This is an optimization exercise on Yosys and OpenROAD, whose aim is small area, a short achievable clock period and few clock cycles, not a production implementation.

## lane 3
==> module adbq_store, before the edit <==
module adbq_store #(
	parameter int unsigned RING_SLOTS = RING_SLOTS_DEF,
	parameter int unsigned MAX_REPLY  = MAX_REPLY_DEF,
	localparam int unsigned PTR_W  = $clog2(RING_SLOTS),
	localparam int unsigned SLOT_W = MAX_REPLY - 1,
	localparam int unsigned OFF_W  = $clog2(SLOT_W),
	localparam int unsigned DATA_N = SLOT_W - 2
) (
	input  logic              clk,
	input  logic              we,
	input  logic [PTR_W-1:0]  wr_slot,
	input  logic [OFF_W-1:0]  wr_off,
	input  logic [BYTE_W-1:0] wr_byte,
	input  logic [RING_SLOTS-1:0] rd_slot_oh,
	input  logic [DATA_N-1:0]     rd_data_oh,
	output logic [BYTE_W-1:0] rd_status,
	output logic [BYTE_W-1:0] rd_command,
	output logic [BYTE_W-1:0] rd_data
);
	logic [BYTE_W-1:0] mem [RING_SLOTS][SLOT_W];
	logic [BYTE_W-1:0] row [RING_SLOTS];
	logic              wq_en;
	logic [PTR_W-1:0]  wq_slot;
	logic [OFF_W-1:0]  wq_off;
	logic [BYTE_W-1:0] wq_byte;
	always_ff @(posedge clk) begin
		wq_en   <= we;
		wq_slot <= wr_slot;
		wq_off  <= wr_off;
		wq_byte <= wr_byte;
	end
	always_ff @(posedge clk) begin
		for (int s = 0; s < RING_SLOTS; s++) begin
			for (int o = 0; o < SLOT_W; o++) begin
				if (wq_en && wq_slot == PTR_W'(s) && wq_off == OFF_W'(o)) begin
					mem[s][o] <= wq_byte;
				end
			end
		end
	end
	always_comb begin
		rd_status  = '0;
		rd_command = '0;
		rd_data    = '0;
		for (int s = 0; s < RING_SLOTS; s++) begin
			row[s] = '0;
			for (int o = 0; o < DATA_N; o++) begin
				row[s] = row[s] | (mem[s][o + 2] & {BYTE_W{rd_data_oh[o]}});
			end
			rd_status  = rd_status  | (mem[s][0] & {BYTE_W{rd_slot_oh[s]}});
			rd_command = rd_command | (mem[s][1] & {BYTE_W{rd_slot_oh[s]}});
			rd_data    = rd_data    | (row[s]   & {BYTE_W{rd_slot_oh[s]}});
		end
	end
endmodule
Settings: LEC_CHECK=0, CAP_MARGIN=20, CORE_MARGIN=2, CORE_UTILIZATION=40, SETUP_SLACK_MARGIN=4.2, SLEW_MARGIN=20; clock period 7.0 ns.
run.sh (not shown) runs the stock make flow with config.mk's settings and CLKGATE_MAP_FILE= SYNTH_SCRIPT=/design/flow/synth_recipe.tcl, a recipe that flattens the netlist after the stock synthesis.
Lane 3 has completed all stages; timing, DRC and antenna checks passed.
Modified inputs, lane 1 compared to lane 3
diff --git a/flow/design.v b/flow/design.v
--- a/flow/design.v
+++ b/flow/design.v
@@ -59,26 +59,28 @@
 	output logic [BYTE_W-1:0] rd_status,
 	output logic [BYTE_W-1:0] rd_command,
 	output logic [BYTE_W-1:0] rd_data
 );
 	logic [BYTE_W-1:0] mem [RING_SLOTS][SLOT_W];
 	logic [BYTE_W-1:0] row [RING_SLOTS];
-	logic              wq_en;
-	logic [PTR_W-1:0]  wq_slot;
-	logic [OFF_W-1:0]  wq_off;
-	logic [BYTE_W-1:0] wq_byte;
+	logic [RING_SLOTS-1:0] wq_slot_n;
+	logic [SLOT_W-1:0]     wq_off_n;
+	logic [BYTE_W-1:0]     wq_byte;
 	always_ff @(posedge clk) begin
-		wq_en   <= we;
-		wq_slot <= wr_slot;
-		wq_off  <= wr_off;
+		for (int s = 0; s < RING_SLOTS; s++) begin
+			wq_slot_n[s] <= !(we && (wr_slot == PTR_W'(s)));
+		end
+		for (int o = 0; o < SLOT_W; o++) begin
+			wq_off_n[o] <= (wr_off != OFF_W'(o));
+		end
 		wq_byte <= wr_byte;
 	end
 	always_ff @(posedge clk) begin
 		for (int s = 0; s < RING_SLOTS; s++) begin
 			for (int o = 0; o < SLOT_W; o++) begin
-				if (wq_en && wq_slot == PTR_W'(s) && wq_off == OFF_W'(o)) begin
+				if (!(wq_slot_n[s] || wq_off_n[o])) begin
 					mem[s][o] <= wq_byte;
 				end
 			end
 		end
 	end
 	always_comb begin
[summary]
Lane 1: routed length on met1 1.7 mm above lane 3
Compared with lane 3, in lane 1 die area rose by 0.68%, met3 track demand over resource in global routing went down, height of the die shows an increase of about 0.34%.
A standard cell with the maximum stage delay on the critical path of sky130_fd_sc_hd__edfxtp_1 is what lane 1 shows, while sky130_fd_sc_hd__nor2_1 belongs to lane 3.
The lower total number of placement rows of lane 1 and lane 3 is in lane 3.
No functional check of the RTL was part of any run of this note.

==> port drivers added, routing unchanged <==
Ports are ideal in the flow. The routed layouts listed here were re-timed in OpenROAD.
Step 1: set_driving_cell puts a clkbuf_16 on clk and a buf_2 on each other input, an assumption about the parent block.
Step 2 moves the port delays by t, midway between the first and last clock arrival at a register: inputs arrive t later, outputs are due t later. That takes back most of the time a late clock gives input paths.
Three values: ideal, step 1, step 2; two values: the first two.
run | t, ns | setup WS [ns] | worst register clock-pin slew, ns | pins driven straight from the clock port
lane 3 | 0.874 | 4.030 / 3.950 / 3.464 | 0.07 / 0.07 | 1
lane 1 | 0.873 | 4.076 / 3.998 / 3.480 | 0.07 / 0.07 | 1
After both steps setup and hold are still met in every run listed. The setup slack of lane 1, which loses most, moves by -0.078 ns with the drivers and by -0.596 ns with both steps.
